What follows belongs to an exercise in optimizing a design on an open flow for a short achievable clock period and few clock cycles; a production flow would make more cautious choices.
Function was checked by simulation only, so behaviour that the tests miss may differ from the original.
Power figures rest on the tool's default switching activity, not on a simulated workload.

### design.v
`default_nettype none
package lc4_isa_pkg;
   typedef logic [15:0] word_t;
   typedef logic [2:0]  reg_sel_t;
   localparam logic [3:0] OP_ARITH = 4'b0001;
   localparam logic [3:0] OP_LOGIC = 4'b0101;
   localparam logic [3:0] OP_LDR   = 4'b0110;
   localparam logic [3:0] OP_STR   = 4'b0111;
   localparam logic [3:0] OP_CONST = 4'b1001;
endpackage
`default_nettype wire
`default_nettype none
module lc4_decoder
(
   input  wire [15:0] i_insn,
   output wire [2:0]  o_rs,        
   output wire [2:0]  o_rt,        
   output wire [2:0]  o_st,        
   output wire [2:0]  o_rd,
   output logic       o_rs_alu,    
   output logic       o_rt_re,     
   output logic       o_rd_we,
   output logic       o_ld,
   output logic       o_st_op,
   output logic       o_mul,
   output logic       o_zero_a,    
   output logic       o_use_imm,   
   output logic [4:0] o_op,        
   output wire [15:0] o_imm,
   output wire [15:0] o_imm6
);
   wire [3:0] opc = i_insn[15:12];
   assign o_rs   = i_insn[8:6];
   assign o_rt   = i_insn[2:0];
   assign o_st   = i_insn[11:9];
   assign o_rd   = i_insn[11:9];
   assign o_imm  = (opc == 4'b1001) ? {{7{i_insn[8]}}, i_insn[8:0]} : {{11{i_insn[4]}}, i_insn[4:0]};
   assign o_imm6 = {{10{i_insn[5]}}, i_insn[5:0]};
   always_comb begin
      o_rs_alu  = 1'b0;
      o_rt_re   = 1'b0;
      o_rd_we   = 1'b0;
      o_ld      = 1'b0;
      o_st_op   = 1'b0;
      o_mul     = 1'b0;
      o_zero_a  = 1'b0;
      o_use_imm = 1'b0;
      o_op      = 5'b00001;
      case (opc)
         4'b0001: begin
            if (i_insn[5]) begin   
               o_rs_alu  = 1'b1;
               o_rd_we   = 1'b1;
               o_use_imm = 1'b1;
            end else if (i_insn[4:3] != 2'b11 && i_insn[5:3] != 3'b011) begin
               o_rs_alu = 1'b1;
               o_rt_re  = 1'b1;
               o_rd_we  = 1'b1;
               o_mul    = (i_insn[5:3] == 3'b001);
               o_op     = (i_insn[5:3] == 3'b010) ? 5'b00010 : 5'b00001;
            end
         end
         4'b0101: begin
            if (i_insn[5:3] == 3'b000 || i_insn[5:3] == 3'b010 || i_insn[5:3] == 3'b011) begin
               o_rs_alu = 1'b1;
               o_rt_re  = 1'b1;
               o_rd_we  = 1'b1;
               o_op     = (i_insn[5:3] == 3'b000) ? 5'b00100 :
                          (i_insn[5:3] == 3'b010) ? 5'b01000 : 5'b10000;
            end
         end
         4'b0110: begin
            o_rd_we = 1'b1;
            o_ld    = 1'b1;
         end
         4'b0111: begin
            o_st_op = 1'b1;
         end
         4'b1001: begin
            o_rd_we   = 1'b1;
            o_zero_a  = 1'b1;
            o_use_imm = 1'b1;
         end
         default: ;
      endcase
   end
endmodule
`default_nettype wire
`default_nettype none
module mul_s1
(
   input  wire [15:0] i_a,
   input  wire [15:0] i_b,
   output wire [63:0] o_rows
);
   function automatic [31:0] csa(input [15:0] x, input [15:0] y, input [15:0] z);
      logic [15:0] s, c;
      s = x ^ y ^ z;
      c = (x & y) | (x & z) | (y & z);
      csa = {c[14:0], 1'b0, s};
   endfunction
   logic [15:0] pp [0:15];
   always_comb begin
      for (int i = 0; i < 16; i++) pp[i] = i_b[i] ? (i_a << i) : 16'h0000;
   end
   wire [31:0] l1_0 = csa(pp[0],  pp[1],  pp[2]);
   wire [31:0] l1_1 = csa(pp[3],  pp[4],  pp[5]);
   wire [31:0] l1_2 = csa(pp[6],  pp[7],  pp[8]);
   wire [31:0] l1_3 = csa(pp[9],  pp[10], pp[11]);
   wire [31:0] l1_4 = csa(pp[12], pp[13], pp[14]);
   wire [31:0] l2_0 = csa(l1_0[15:0],  l1_0[31:16], l1_1[15:0]);
   wire [31:0] l2_1 = csa(l1_1[31:16], l1_2[15:0],  l1_2[31:16]);
   wire [31:0] l2_2 = csa(l1_3[15:0],  l1_3[31:16], l1_4[15:0]);
   wire [31:0] l3_0 = csa(l2_0[15:0],  l2_0[31:16], l2_1[15:0]);
   wire [31:0] l3_1 = csa(l2_1[31:16], l2_2[15:0],  l2_2[31:16]);
   wire [31:0] l4_0 = csa(l3_0[15:0],  l3_0[31:16], l3_1[15:0]);
   wire [31:0] l4_1 = csa(l3_1[31:16], l1_4[31:16], pp[15]);
   assign o_rows = {l4_1, l4_0};
endmodule
module mul_s2
(
   input  wire [63:0] i_rows,
   output wire [15:0] o_p
);
   function automatic [31:0] csa(input [15:0] x, input [15:0] y, input [15:0] z);
      logic [15:0] s, c;
      s = x ^ y ^ z;
      c = (x & y) | (x & z) | (y & z);
      csa = {c[14:0], 1'b0, s};
   endfunction
   wire [31:0] l5 = csa(i_rows[15:0], i_rows[31:16], i_rows[47:32]);
   wire [31:0] l6 = csa(l5[15:0], l5[31:16], i_rows[63:48]);
   assign o_p = l6[15:0] + l6[31:16];
endmodule
`default_nettype wire
`default_nettype none
module lc4_superscalar
#(
   parameter logic [15:0] RESET_PC = 16'h8200
) (
   input  wire        gwe,
   input  wire        i_rst_n,
   output wire [15:0] o_cur_pc,         
   input  wire [15:0] i_insn_a,
   input  wire [15:0] i_insn_b,
   output wire [15:0] o_dmem_addr,
   input  wire [15:0] i_dmem_data,
   output wire        o_dmem_we,
   output wire [15:0] o_dmem_towrite
);
   logic [15:0] pc;
   logic [15:0] d_a, d_b;
   logic [15:0] rf [0:7];
   logic        xa_we, xb_we, xa_mul, xb_mul, xa_ld, xb_ld;
   logic [2:0]  xa_rd, xb_rd;
   logic [4:0]  xa_op, xb_op;
   logic [15:0] xa_s, xa_t, xb_s, xb_t;
   logic [4:0]  xa_ss, xa_ts, xb_ss, xb_ts;   
   logic        ma_we, mb_we, ma_mul, mb_mul;
   logic [2:0]  ma_rd, mb_rd;
   logic [15:0] ma_res, mb_res;
   logic [63:0] ma_rows, mb_rows;
   logic        wa_we, wb_we;
   logic [2:0]  wa_rd, wb_rd;
   logic [15:0] wa_res, wb_res;
   logic [15:0] dm_addr, dm_wdata;
   logic        dm_we;
   wire [2:0]  a_rs, a_rt, a_sd, a_rd, b_rs, b_rt, b_sd, b_rd;
   logic       a_rs_alu, a_rt_re, a_we, a_ld, a_st, a_mul, a_zero, a_imm_en;
   logic       b_rs_alu, b_rt_re, b_we, b_ld, b_st, b_mul, b_zero, b_imm_en;
   logic [4:0] a_op, b_op;
   wire [15:0] a_imm, a_imm6, b_imm, b_imm6;
   lc4_decoder u_dec_a (
      .i_insn(d_a), .o_rs(a_rs), .o_rt(a_rt), .o_st(a_sd), .o_rd(a_rd),
      .o_rs_alu(a_rs_alu), .o_rt_re(a_rt_re), .o_rd_we(a_we), .o_ld(a_ld),
      .o_st_op(a_st), .o_mul(a_mul), .o_zero_a(a_zero), .o_use_imm(a_imm_en),
      .o_op(a_op), .o_imm(a_imm), .o_imm6(a_imm6)
   );
   lc4_decoder u_dec_b (
      .i_insn(d_b), .o_rs(b_rs), .o_rt(b_rt), .o_st(b_sd), .o_rd(b_rd),
      .o_rs_alu(b_rs_alu), .o_rt_re(b_rt_re), .o_rd_we(b_we), .o_ld(b_ld),
      .o_st_op(b_st), .o_mul(b_mul), .o_zero_a(b_zero), .o_use_imm(b_imm_en),
      .o_op(b_op), .o_imm(b_imm), .o_imm6(b_imm6)
   );
   wire a_mem = a_ld | a_st;
   wire b_mem = b_ld | b_st;
   function automatic logic hit(input logic we, input logic [2:0] rd, input logic [2:0] r);
      hit = we && (rd == r);
   endfunction
   function automatic logic mul_x(input logic [2:0] r);
      mul_x = hit(xa_we & xa_mul, xa_rd, r) | hit(xb_we & xb_mul, xb_rd, r);
   endfunction
   function automatic logic any_x(input logic [2:0] r);
      any_x = hit(xa_we, xa_rd, r) | hit(xb_we, xb_rd, r);
   endfunction
   function automatic logic mul_m(input logic [2:0] r);
      mul_m = hit(ma_we & ma_mul, ma_rd, r) | hit(mb_we & mb_mul, mb_rd, r);
   endfunction
   wire haz_a = (a_rs_alu & mul_x(a_rs)) | (a_rt_re & mul_x(a_rt)) |
                (a_mem & (any_x(a_rs) | mul_m(a_rs))) | (a_st & mul_x(a_sd));
   wire haz_b = (b_rs_alu & mul_x(b_rs)) | (b_rt_re & mul_x(b_rt)) |
                (b_mem & (any_x(b_rs) | mul_m(b_rs))) | (b_st & mul_x(b_sd));
   wire ab    = a_we & ((((b_rs_alu | b_mem) & (b_rs == a_rd))) |
                        (b_rt_re & (b_rt == a_rd)) | (b_st & (b_sd == a_rd)));
   wire iss_a = ~haz_a;
   wire iss_b = iss_a & ~haz_b & ~ab & ~(a_mem & b_mem);
   always_ff @(posedge gwe or negedge i_rst_n) begin
      if (!i_rst_n) begin
         pc  <= RESET_PC;
         d_a <= '0;
         d_b <= '0;
      end else if (iss_b) begin
         pc  <= pc + 16'd2;
         d_a <= i_insn_a;
         d_b <= i_insn_b;
      end else if (iss_a) begin
         pc  <= pc + 16'd1;
         d_a <= d_b;
         d_b <= i_insn_a;
      end
   end
   assign o_cur_pc = pc;
   function automatic logic [4:0] bsel(input logic use_it, input logic [2:0] r);
      logic m_b, m_a, w_b, w_a;
      m_b = use_it & hit(xb_we, xb_rd, r);
      m_a = use_it & ~m_b & hit(xa_we, xa_rd, r);
      w_b = use_it & ~m_b & ~m_a & hit(mb_we, mb_rd, r);
      w_a = use_it & ~m_b & ~m_a & ~w_b & hit(ma_we, ma_rd, r);
      bsel = {~(m_b | m_a | w_b | w_a), w_a, w_b, m_a, m_b};
   endfunction
   always_ff @(posedge gwe or negedge i_rst_n) begin
      if (!i_rst_n) begin
         xa_we  <= 1'b0;
         xb_we  <= 1'b0;
         xa_mul <= 1'b0;
         xb_mul <= 1'b0;
         xa_ld  <= 1'b0;
         xb_ld  <= 1'b0;
      end else begin
         xa_we  <= iss_a & a_we;
         xb_we  <= iss_b & b_we;
         xa_mul <= iss_a & a_mul;
         xb_mul <= iss_b & b_mul;
         xa_ld  <= iss_a & a_ld;
         xb_ld  <= iss_b & b_ld;
      end
   end
   always_ff @(posedge gwe) begin
      xa_rd <= a_rd;
      xb_rd <= b_rd;
      xa_op <= a_op;
      xb_op <= b_op;
      xa_s  <= a_zero ? 16'h0000 : rf[a_rs];
      xa_t  <= a_imm_en ? a_imm : rf[a_rt];
      xb_s  <= b_zero ? 16'h0000 : rf[b_rs];
      xb_t  <= b_imm_en ? b_imm : rf[b_rt];
      xa_ss <= bsel(a_rs_alu, a_rs);
      xa_ts <= bsel(a_rt_re, a_rt);
      xb_ss <= bsel(b_rs_alu, b_rs);
      xb_ts <= bsel(b_rt_re, b_rt);
   end
   function automatic logic [15:0] byp(input logic [4:0] s, input logic [15:0] v);
      byp = ({16{s[0]}} & mb_res) | ({16{s[1]}} & ma_res) |
            ({16{s[2]}} & wb_res) | ({16{s[3]}} & wa_res) | ({16{s[4]}} & v);
   endfunction
   function automatic logic [15:0] alu(input logic [4:0] op, input logic [15:0] s, input logic [15:0] t);
      alu = ({16{op[0]}} & (s + t)) | ({16{op[1]}} & (s - t)) | ({16{op[2]}} & (s & t)) |
            ({16{op[3]}} & (s | t)) | ({16{op[4]}} & (s ^ t));
   endfunction
   wire [15:0] xa_sv = byp(xa_ss, xa_s);
   wire [15:0] xa_tv = byp(xa_ts, xa_t);
   wire [15:0] xb_sv = byp(xb_ss, xb_s);
   wire [15:0] xb_tv = byp(xb_ts, xb_t);
   wire [15:0] xa_res = xa_ld ? i_dmem_data : alu(xa_op, xa_sv, xa_tv);
   wire [15:0] xb_res = xb_ld ? i_dmem_data : alu(xb_op, xb_sv, xb_tv);
   wire [63:0] xa_rows, xb_rows;
   mul_s1 u_mul1_a (.i_a(xa_sv), .i_b(xa_tv), .o_rows(xa_rows));
   mul_s1 u_mul1_b (.i_a(xb_sv), .i_b(xb_tv), .o_rows(xb_rows));
   always_ff @(posedge gwe or negedge i_rst_n) begin
      if (!i_rst_n) begin
         ma_we  <= 1'b0;
         mb_we  <= 1'b0;
         ma_mul <= 1'b0;
         mb_mul <= 1'b0;
      end else begin
         ma_we  <= xa_we;
         mb_we  <= xb_we;
         ma_mul <= xa_mul;
         mb_mul <= xb_mul;
      end
   end
   always_ff @(posedge gwe) begin
      ma_rd   <= xa_rd;
      mb_rd   <= xb_rd;
      ma_res  <= xa_res;
      mb_res  <= xb_res;
      ma_rows <= xa_rows;
      mb_rows <= xb_rows;
   end
   wire [15:0] ma_prod, mb_prod;
   mul_s2 u_mul2_a (.i_rows(ma_rows), .o_p(ma_prod));
   mul_s2 u_mul2_b (.i_rows(mb_rows), .o_p(mb_prod));
   wire [15:0] ma_fin = ma_mul ? ma_prod : ma_res;
   wire [15:0] mb_fin = mb_mul ? mb_prod : mb_res;
   always_ff @(posedge gwe or negedge i_rst_n) begin
      if (!i_rst_n) begin
         for (int i = 0; i < 8; i++) rf[i] <= 16'h0000;
      end else begin
         if (ma_we) rf[ma_rd] <= ma_fin;
         if (mb_we) rf[mb_rd] <= mb_fin;   
      end
   end
   always_ff @(posedge gwe or negedge i_rst_n) begin
      if (!i_rst_n) begin
         wa_we <= 1'b0;
         wb_we <= 1'b0;
      end else begin
         wa_we <= ma_we;
         wb_we <= mb_we;
      end
   end
   always_ff @(posedge gwe) begin
      wa_rd  <= ma_rd;
      wb_rd  <= mb_rd;
      wa_res <= ma_fin;
      wb_res <= mb_fin;
   end
   wire        mem_b   = ~a_mem;
   wire [2:0]  mw_rs   = mem_b ? b_rs : a_rs;
   wire [2:0]  mw_sd   = mem_b ? b_sd : a_sd;
   wire [15:0] mw_imm6 = mem_b ? b_imm6 : a_imm6;
   wire [15:0] mw_base = hit(mb_we, mb_rd, mw_rs) ? mb_res :
                         hit(ma_we, ma_rd, mw_rs) ? ma_res : rf[mw_rs];
   wire [15:0] mw_data = hit(xb_we, xb_rd, mw_sd) ? xb_res :
                         hit(xa_we, xa_rd, mw_sd) ? xa_res :
                         hit(mb_we, mb_rd, mw_sd) ? mb_fin :
                         hit(ma_we, ma_rd, mw_sd) ? ma_fin : rf[mw_sd];
   always_ff @(posedge gwe or negedge i_rst_n) begin
      if (!i_rst_n) begin
         dm_we <= 1'b0;
      end else begin
         dm_we <= (iss_a & a_st) | (iss_b & b_st);
      end
   end
   always_ff @(posedge gwe) begin
      dm_addr  <= mw_base + mw_imm6;
      dm_wdata <= mw_data;
   end
   assign o_dmem_addr    = dm_addr;
   assign o_dmem_we      = dm_we;
   assign o_dmem_towrite = dm_wdata;
endmodule
`default_nettype wire
### run.sh
#!/bin/bash
# synth_recipe.tcl (not shown) runs the flow's synth.tcl, then flattens the netlist and writes it again
# the make line also repeats each setting of config.mk as NAME=value (left out here)
make -C /OpenROAD-flow-scripts/flow DESIGN_CONFIG=/design/flow/config.mk WORK_HOME=/design/flow/orfs CLKGATE_MAP_FILE= SYNTH_SCRIPT=/design/flow/synth_recipe.tcl finish
### config.mk
export PLATFORM = sky130hd
export DESIGN_NAME = lc4_superscalar
export DESIGN_NICKNAME = lc4_superscalar
export VERILOG_FILES = /design/flow/design.v
export SDC_FILE = /design/flow/constraint.sdc
export NUM_CORES = 4
export LEC_CHECK = 0
export CAP_MARGIN = 20
export CORE_MARGIN = 2
export CORE_UTILIZATION = 40
export PLACE_DENSITY = 0.6
export SLEW_MARGIN = 20
### constraint.sdc
create_clock -name core_clock -period 9.0 [get_ports {gwe}]
set_input_delay 1.8000 -clock core_clock [delete_from_list [all_inputs] [get_ports {gwe}]]
set_output_delay 1.8000 -clock core_clock [all_outputs]
set_load 0.01 [all_outputs]
==> key figures, run 1 <==
Outcome
  • Status: finished clean

Global routing
  • Largest net degree at the start of global routing: 85
  • Initial antenna violation count: 5
  • First-pass GRT wire length: 239.2 mm
  • Grt total ovfl: 0
  • Vias in the first global route: 34970
  • Total GRT Usage: 32.43%

Power and ir drop
  • Leak: 0.01762 uW
  • PD cells: 396.6 mW/mm2
  • Peak supply drop: 192.4 uV

Floorplan
  • Core area: 0.09473 mm2
  • Width of the die: 312.6 um
  • Num rows: 113
  • Die ar.: 0.09770 mm2
  • # IOs: 99
  • Initial Util: 40.21%
  • Die Height: 312.6 um

Layout
  • Final instance area: 0.04244 mm2
  • Final #Nets: 5004
  • Share of layout cells above drive strength 1: 8.803%
  • Final Util: 44.81%
  • Area growth syn-to-layout: 11.44%

Drt
  • Final wirelength: 161.2 mm
  • Avg WL per Cell: 27.31 um
  • Remaining DRCs: 0
  • DR pass1 iterations: 10
  • Vias per std cell: 6.270
  • Number of antenna-violating nets in the routed design: 0
  • Initial DRC count: 5459
  • Via count: 37000

Clocking
  • Post-CTS Setup Bufs: 0
  • Max clock buf depth: 3
  • CTS root buffer: clkbuf_16
  • Resize count post-CTS: 0
  • Reg clk slew, reported paths: 0.07 ns
  • TritonCTS clock tree: built
  • Max H-tree Level: 2
  • Cts hold-fix bufs: 0
  • Clk Latency, worst-skew pair: 0.69 ns
  • Num CTS Buffers: 54
  • Clk sinks: 457

Synth
  • Cells after Synth: 4643
  • Synth Register Bits: 457
  • FFs w/ async S/R, synth: 40.92%
  • Top_reg_cell synth: dfxtp_1
  • Count of cell types in the netlist: 91
  • Sequential-to-total area share from yosys stat: 26.48%
  • Syn Nets: 5058
  • Synthesis warning total: 6
  • Mapped cell area: 0.03809 mm2
  • Post-synth EDFFs: 0
  • Post-Syn Area per Cell: 8.203 um2

STA
  • Final TNS setup: 0 ns
  • Final critical-path share of the clock period: 69.13%
  • Min Tclk post-route: 6.222 ns
  • Worst Clk Skew: 0.04815 ns
  • Slew @ Worst Pin: 1.240 ns
  • Final Hold Fails: 0
  • Max Slew Vio Count: 0
  • Final WS setup: 2.778 ns
  • Final setup fails: 0
  • Max Fclk: 0.1607 GHz
  • Slew Limit Headroom: 17.36%
  • Unrepaired setup endpoints after global routing: no

Setup path
  • Critical R2R Launch: d_a[14]$_DFFE_PN0P_
  • CP peak stage delay: 0.86 ns
  • Max stage delay cell, worst path: mux2_2
  • R2R setup slack: 2.78 ns
  • WP data arrival: 6.77 ns
  • Crit Path Category: flip-flop to flip-flop
  • Startpoint types: flip-flop
  • Reg2reg path depth: 17
  • Reg-to-Reg End: dm_addr[14]$_DFF_P_
  • Worst Setup End Kind: flip-flop
  • Crit path cell chain: nand3b_1, mux2_2, xnor2_1, and4_1, buf_4, or3_1, a31oi_1, ha_1, fa_1, a21o_1, a21oi_1, o21bai_1, a31o_2, a41oi_1, a211oi_1, and4_1, or3_1
  • Required @ worst endpoint: 9.55 ns
  • Critical path fanouts, max: 26

Placed design
  • Post-detail-place hpwl: 120.3 mm
  • Port Buffer Count: 98
  • Area after DPL: 0.04044 mm2
  • Placement Setup Slack: 2.907 ns
  • RePlAce Congestion: 1.003

Worst hold path
  • Hold Path Class: flip-flop to flip-flop
  • Hold Crit Depth: 0
  • HP Start: xb_mul$_DFF_PN0_
  • Sink of the worst hold path: mb_mul$_DFF_PN0_

Run
  • Total of max-cap violations: 0
Yosys cell counts, types with 31 or more instances:
library cell / number / area share (%)
a21oi_1: 297 / 3.9
fa_1: 173 / 9.1
nor2_1: 498 / 4.9
a222oi_1: 62 / 1.6
nor3_1: 69 / 0.91
mux4_2: 31 / 1.8
buf_2: 38 / 0.50
nand2_1: 498 / 4.9
nand3_1: 60 / 0.79
mux2i_1: 155 / 4.1
inv_1: 374 / 3.7
nand2b_1: 36 / 0.59
o22ai_1: 36 / 0.59
xnor2_1: 133 / 3.1
ha_1: 192 / 6.3
mux2_2: 55 / 1.6
a22oi_1: 43 / 0.85
a211oi_1: 40 / 0.79
o211ai_1: 57 / 1.1
a31oi_1: 48 / 0.79
clkbuf_1: 260 / 2.6
o21ai_0: 367 / 4.8
and3_1: 32 / 0.53
dfxtp_1: 270 / 14
xor2_1: 64 / 1.5
dfrtp_1: 185 / 12
a221oi_1: 95 / 2.2
kinds of logic after synthesis:
family,Yosys count,share of synthesized area [%]
xor gates and xnor gates,197,4.530
AOI/OAI and AO/OA,1283,22.29
muxes,247,7.858
and+or+nand+nor,1384,16.24
adders and majority gates,365,15.40
DFF,457,26.48
buffers and inverters,710,7.198
routing by layer:
metal / global-route usage, % / up-vias / routed length [um]
met4: 14.85 / 4 / 8374
met3: 7.558 / 376 / 17740
met2: 48.18 / 2192 / 68300
li1: - / 16270 / -
met1: 44.65 / 18150 / 66740
met5: 0 / - / 23
worst max path at each step:
stage	from	endpoint	slack, ns
finish	d_a[14]$_DFFE_PN0P_	dm_addr[14]$_DFF_P_	2.78
CTS	d_a[14]$_DFFE_PN0P_	dm_addr[14]$_DFF_P_	2.85
global placement	d_a[14]$_DFFE_PN0P_	dm_addr[14]$_DFF_P_	3.02
detailed placement	d_a[14]$_DFFE_PN0P_	dm_addr[14]$_DFF_P_	2.91
floorplan	d_a[14]$_DFFE_PN0P_	dm_addr[14]$_DFF_P_	4.35
global route	d_a[14]$_DFFE_PN0P_	dm_addr[15]$_DFF_P_	2.53
layout make-up:
class	count	area, um2
multi-input cells	3476	25450
flip-flops and latches	457	10100
fillers	9413	52280
inverters	377	1415
clock buffers	67	1481
well taps	1265	1583
repair buffers	223	1918
diodes	1	2.502
clock inverters	35	499.2
critical path: cells and delay by family (launching register included):
kind | cells | cell delay [ns]
DFF | 1 | 0.62
AOI/OAI and AO/OA | 7 | 1.34
xor gates and xnor gates | 1 | 0.18
and+or+nand+nor | 5 | 2.00
adders and majority gates | 2 | 0.72
muxes | 1 | 0.86
buffers and inverters | 1 | 0.33
cell usage in the layout (no fill, tap or decap), types with 32 or more instances in the layout:
master,Yosys,routed
a22oi_1,43,43
buf_4,5,123
mux2_2,55,55
nand2b_1,36,35
nand3_1,60,60
xnor2_1,133,133
mux2i_1,155,150
fa_1,173,173
a222oi_1,62,62
nand2_1,498,497
nor3_1,69,65
a21oi_1,297,296
o211ai_1,57,57
clkbuf_16,0,55
inv_1,374,374
nor2_1,498,493
a31oi_1,48,48
a211oi_1,40,40
dfxtp_1,270,270
and3_1,32,32
dfrtp_1,185,175
xor2_1,64,64
clkdlybuf4s50_1,0,97
ha_1,192,192
o21ai_0,367,367
o22ai_1,36,36
a221oi_1,95,84
where the power goes:
| part | switching (uW) | internal (uW) | total [uW] |
|---|---|---|---|
| clock | 1010 | 1440 | 2460 |
| combinational | 5980 | 3960 | 9940 |
| sequential | 1520 | 2920 | 4440 |
sequential cells by signal, summed over array words and instances, names as in the netlist, 16 cells and up:
register	flops
d_a	16
d_b	16
dm_addr	16
dm_wdata	16
ma_res	16
ma_rows	34
mb_res	16
mb_rows	34
pc	16
rf	128
wa_res	16
wb_res	16
xa_s	16
xa_t	16
xb_s	16
xb_t	16
metrics by stage:
step	hold slack, ns	total power (uW)	std cells
after global placement	0.3977	14040	5796
after detailed placement	0.4121	14060	5796
after floorplan	0.3258	10150	4643
after CTS	0.4283	16660	5898
final	0.4341	16830	5901
after global routing	0.4582	17990	5900
Testbench counts, summed over its fixed seeds: cycles 15,089.
==> run 2, diff against run 1 <==
--- a/config.mk
+++ b/config.mk
@@ -5,8 +5,11 @@
 export SDC_FILE = /design/flow/constraint.sdc
 export NUM_CORES = 4
 export LEC_CHECK = 0
+export ABC_CLOCK_PERIOD_IN_PS = 3000
 export CAP_MARGIN = 20
 export CORE_MARGIN = 2
 export CORE_UTILIZATION = 40
 export PLACE_DENSITY = 0.6
+export SETUP_SLACK_MARGIN = 5
 export SLEW_MARGIN = 20
+export TNS_END_PERCENT = 100
==> key figures, run 2 <==
Power and ir drop
  • Sw frac: 49.31% (was 50.56%)
  • Peak supply drop: 222.9 uV (was 192.4 uV)
  • Int Power: 9399 uW (was 8323 uW)
  • NetSw: 9141 uW (was 8511 uW)
  • Comb pwr share: 62.2% (was 59.0%)
  • PD cells: 400.2 mW/mm2 (was 396.6 mW/mm2)
  • Leak: 0.01921 uW (was 0.01762 uW)
  • Clock power frac: 13.7% (was 14.6%)
  • Sequential Power Share: 24.1% (was 26.4%)
  • Total power: 18540 uW (was 16830 uW)

Placed design
  • Placed insts: 5796 (unchanged)
  • Port Buffer Count: 98 (unchanged)
  • Post-detail-place hpwl: 119.2 mm (was 120.3 mm)
  • RePlAce Congestion: 1.020 (was 1.003)

Clocking
  • Max clock buf depth: 3 (unchanged)
  • Num CTS Buffers: 55 (was 54)
  • Clk sinks: 457 (unchanged)
  • Reg clk slew, reported paths: 0.06 ns (was 0.07 ns)
  • Max H-tree Level: 2 (unchanged)
  • TritonCTS clock tree: built (unchanged)
  • Clk Latency, worst-skew pair: 0.68 ns (was 0.69 ns)
  • CTS root buffer: clkbuf_16 (unchanged)

STA
  • Min Hold Slack: 0.4216 ns (was 0.4341 ns)
  • Min Tclk post-route: 4.322 ns (was 6.222 ns)
  • Final setup fails: 0 (unchanged)
  • Worst Clk Skew: 0.04317 ns (was 0.04815 ns)
  • Unrepaired setup endpoints after global routing: yes (was no)
  • Final critical-path share of the clock period: 48.02% (was 69.13%)
  • Final TNS setup: 0 ns (unchanged)
  • Slew @ Worst Pin: 1.138 ns (was 1.240 ns)
  • Slew Limit Headroom: 24.12% (was 17.36%)
  • Final Hold Fails: 0 (unchanged)
  • Max Fclk: 0.2314 GHz (was 0.1607 GHz)
  • Max Slew Vio Count: 0 (unchanged)

Drt
  • Via count: 38250 (was 37000)
  • Remaining DRCs: 0 (unchanged)
  • Vias per std cell: 6.243 (was 6.270)
  • Initial DRC count: 5920 (was 5459)
  • Number of antenna-violating nets in the routed design: 0 (unchanged)
  • Avg WL per Cell: 27.62 um (was 27.31 um)
  • Final wirelength: 169.2 mm (was 161.2 mm)
  • DR pass1 iterations: 12 (was 10)

Global routing
  • Initial antenna violation count: 5 (unchanged)
  • Grt total ovfl: 0 (unchanged)
  • Total GRT Usage: 33.47% (was 32.43%)
  • Vias in the first global route: 35900 (was 34970)
  • First-pass GRT wire length: 245.6 mm (was 239.2 mm)
  • Largest net degree at the start of global routing: 79 (was 85)

Floorplan
  • Core area: 0.09473 mm2 (unchanged)
  • Die Height: 312.6 um (unchanged)
  • Die ar.: 0.09770 mm2 (unchanged)
  • # IOs: 99 (unchanged)
  • Num rows: 113 (unchanged)
  • Width of the die: 312.6 um (unchanged)
  • Initial Util: 40.21% (unchanged)

Layout
  • Commonest non-fill, non-tap cell in the layout: nand2_1 (unchanged)
  • Max FFs per register: 128 (unchanged)
  • Biggest regs: rf (128), ma_rows (34), mb_rows (34) (unchanged)
  • Most frequent cells in the layout: nand2_1, nor2_1, o21ai_0, inv_1, a21oi_1 (was nand2_1, nor2_1, inv_1, o21ai_0, a21oi_1)
  • Area growth syn-to-layout: 21.64% (was 11.44%)
  • Fin cells: 6127 (was 5901)
  • Final #Nets: 5231 (was 5004)
  • Largest register by flop count: rf (unchanged)
  • Antenna Cells: 0 (was 1)
  • Final Util: 48.91% (was 44.81%)
  • Share of layout cells above drive strength 1: 17.94% (was 8.803%)

Setup path
  • CP peak stage delay: 0.62 ns (was 0.86 ns)
  • Reg2reg path depth: 19 (was 17)
  • Worst Setup End Kind: flip-flop (unchanged)
  • R2R setup slack: 4.68 ns (was 2.78 ns)
  • Most numerous cell on the critical path: buf_12
  • Required @ worst endpoint: 9.54 ns (was 9.55 ns)
  • Crit Path Category: flip-flop to flip-flop (unchanged)
  • Startpoint types: flip-flop (unchanged)
  • WP data arrival: 4.86 ns (was 6.77 ns)
  • Worst setup path end: dm_addr[14]$_DFF_P_ (unchanged)
  • Critical path fanouts, max: 6 (was 26)
  • Reg-to-Reg End: dm_addr[14]$_DFF_P_ (unchanged)
  • Crit path cell chain: nand3b_1, buf_4, buf_12, mux2i_4, buf_12, xnor2_4, or4b_4, buf_6, a31oi_4, ha_4, fa_2, a21o_1, a21oi_2, o21bai_1, a31o_2, a41oi_2, a211oi_2, nor4_1, or3_1 (was nand3b_1, mux2_2, xnor2_1, and4_1, buf_4, or3_1, a31oi_1, ha_1, fa_1, a21o_1, a21oi_1, o21bai_1, a31o_2, a41oi_1, a211oi_1, and4_1, or3_1)
  • Critical R2R Launch: d_a[13]$_DFFE_PN0P_ (was d_a[14]$_DFFE_PN0P_)
  • Max stage delay cell, worst path: or4b_4 (was mux2_2)
  • CP Launch Point: d_a[13]$_DFFE_PN0P_ (was d_a[14]$_DFFE_PN0P_)

Synth
  • Post-synth EDFFs: 0 (unchanged)
  • Syn Nets: 5058 (unchanged)
  • Cells after Synth: 4643 (unchanged)
  • Synthesis warning total: 6 (unchanged)
  • Post-Syn Area per Cell: 8.203 um2 (unchanged)
  • Main area contributors after synthesis: dfxtp_1, dfrtp_1, fa_1 (unchanged)
  • Sequential-to-total area share from yosys stat: 26.48% (unchanged)
  • Synth Register Bits: 457 (unchanged)
  • Mapped cell area: 0.03809 mm2 (unchanged)
  • FFs w/ async S/R, synth: 40.92% (unchanged)
  • Count of cell types in the netlist: 91 (unchanged)
  • Synth top area share: 14.19% (unchanged)
  • Area leader, netlist: dfxtp_1 (unchanged)
  • Commonest cells in the netlist: nand2_1, nor2_1, inv_1 (unchanged)
  • Top_reg_cell synth: dfxtp_1 (unchanged)

Worst hold path
  • Hold Path Class: flip-flop to flip-flop (unchanged)

Outcome
  • Status: finished clean (unchanged)

Run
  • Total of max-cap violations: 0 (unchanged)
[run 2: cell counts after synthesis]
Identical to the previous run, type by type.
[run 2: worst max-delay path: cells and delay by family (launching register included)]
family	cells	cell delay, ns
DFF	1	0.44
AOI/OAI and AO/OA	7	1.23
buffers and inverters	4	0.60
xor gates and xnor gates	1	0.09
and+or+nand+nor	4	1.18
adders and majority gates	2	0.37
muxes	1	0.27
[run 2: per-stage QoR]
stage | setup slack (ns) | area (um2)
after floorplan | 4.782 | 38500
after global placement | 3.563 | 40620
after detailed placement | 3.487 | 40650
after CTS | 4.717 | 44570
after global routing | 4.509 | 46330
final | 4.678 | 46330
[run 2: how the worst min path moves through the flow]
stage                          start          endpoint  slack [ns]  depth (start not counted)
floorplan           xa_rd[0]$_DFF_P_  ma_rd[0]$_DFF_P_        0.33                          0
global placement    xb_mul$_DFF_PN0_  mb_mul$_DFF_PN0_        0.40                          0
detailed placement  xb_mul$_DFF_PN0_  mb_mul$_DFF_PN0_        0.40                          0
CTS                 xb_mul$_DFF_PN0_  mb_mul$_DFF_PN0_        0.41                          0
global route        xb_mul$_DFF_PN0_  mb_mul$_DFF_PN0_        0.43                          0
finish              xb_mul$_DFF_PN0_  mb_mul$_DFF_PN0_        0.42                          0
[run 2: cell families (layout without fill, tap and decap cells)]
family / Yosys count / after routing / share of synthesized area [%]
simple gates: 1384 / 1386 / 16.24
compound gates: 1283 / 1283 / 22.29
mux: 247 / 249 / 7.858
fa+ha+maj: 365 / 365 / 15.40
flops: 457 / 457 / 26.48
xor+xnor: 197 / 197 / 4.530
buf+inv: 710 / 925 / 7.198
[run 2: final cells by class]
type / count / area (um2)
Tap cell: 1265 / 1583
Timing Repair Buffer: 445 / 4362
Sequential cell: 457 / 10180
Clock buffer: 68 / 1536
Fill cell: 9011 / 48400
Clock inverter: 35 / 520.5
Multi-Input combinational cell: 3480 / 26710
Inverter: 377 / 1434
[run 2: per-layer routing]
| metal | vias up | GRT usage [%] | routed length, um |
|---|---|---|---|
| met5 | - | 0 | 15 |
| met1 | 18450 | 44.42 | 67170 |
| li1 | 16750 | - | - |
| met2 | 2501 | 49.80 | 71430 |
| met4 | 2 | 17.59 | 11250 |
| met3 | 547 | 8.965 | 19340 |
[run 2: timing repair]
| action | CTS | global route |
|---|---|---|
| resized for setup | 171 | 242 |
| hold buffers | 0 | 0 |
| gates cloned | 11 | 3 |
| pin swaps | 70 | 145 |
| setup endpoints to repair | 88 | 67 |
| setup buffers | 118 | 96 |
[run 2: power by group through the flow]
stage                     combinational [uW]  clock, uW  sequential [uW]
after detailed placement                9760          0             4330
after floorplan                         6660          0             3620
final                                  11500       2540             4470
after global routing                   12600       2650             4470
after global placement                  9730          0             4340
after CTS                              10500       2570             4320

==> static timing again, ports no longer ideal <==
No port has a modelled driver above. Below, the same layouts with a new extraction and two added sets of constraints. Step 1: set_driving_cell puts a clkbuf_16 on gwe and a buf_2 on each other input, an assumption about the parent block. Step 2, shift: input delay + t, output delay - t, t = (earliest + latest rising clock arrival at the registers) / 2. This alone moves slack from input paths to output paths. Slacks: ideal / step 1 / step 2; pairs: ideal / step 1.
| run | t (ns) | setup slack, ns | hold WS [ns] |
|---|---|---|---|
| run 1 | 0.734 | 2.778 / 2.778 / 2.778 | 0.434 / 0.434 / 0.434 |
| run 2 | 0.725 | 4.678 / 4.678 / 4.678 | 0.422 / 0.422 / 0.422 |
After both steps every run listed still meets setup and hold.
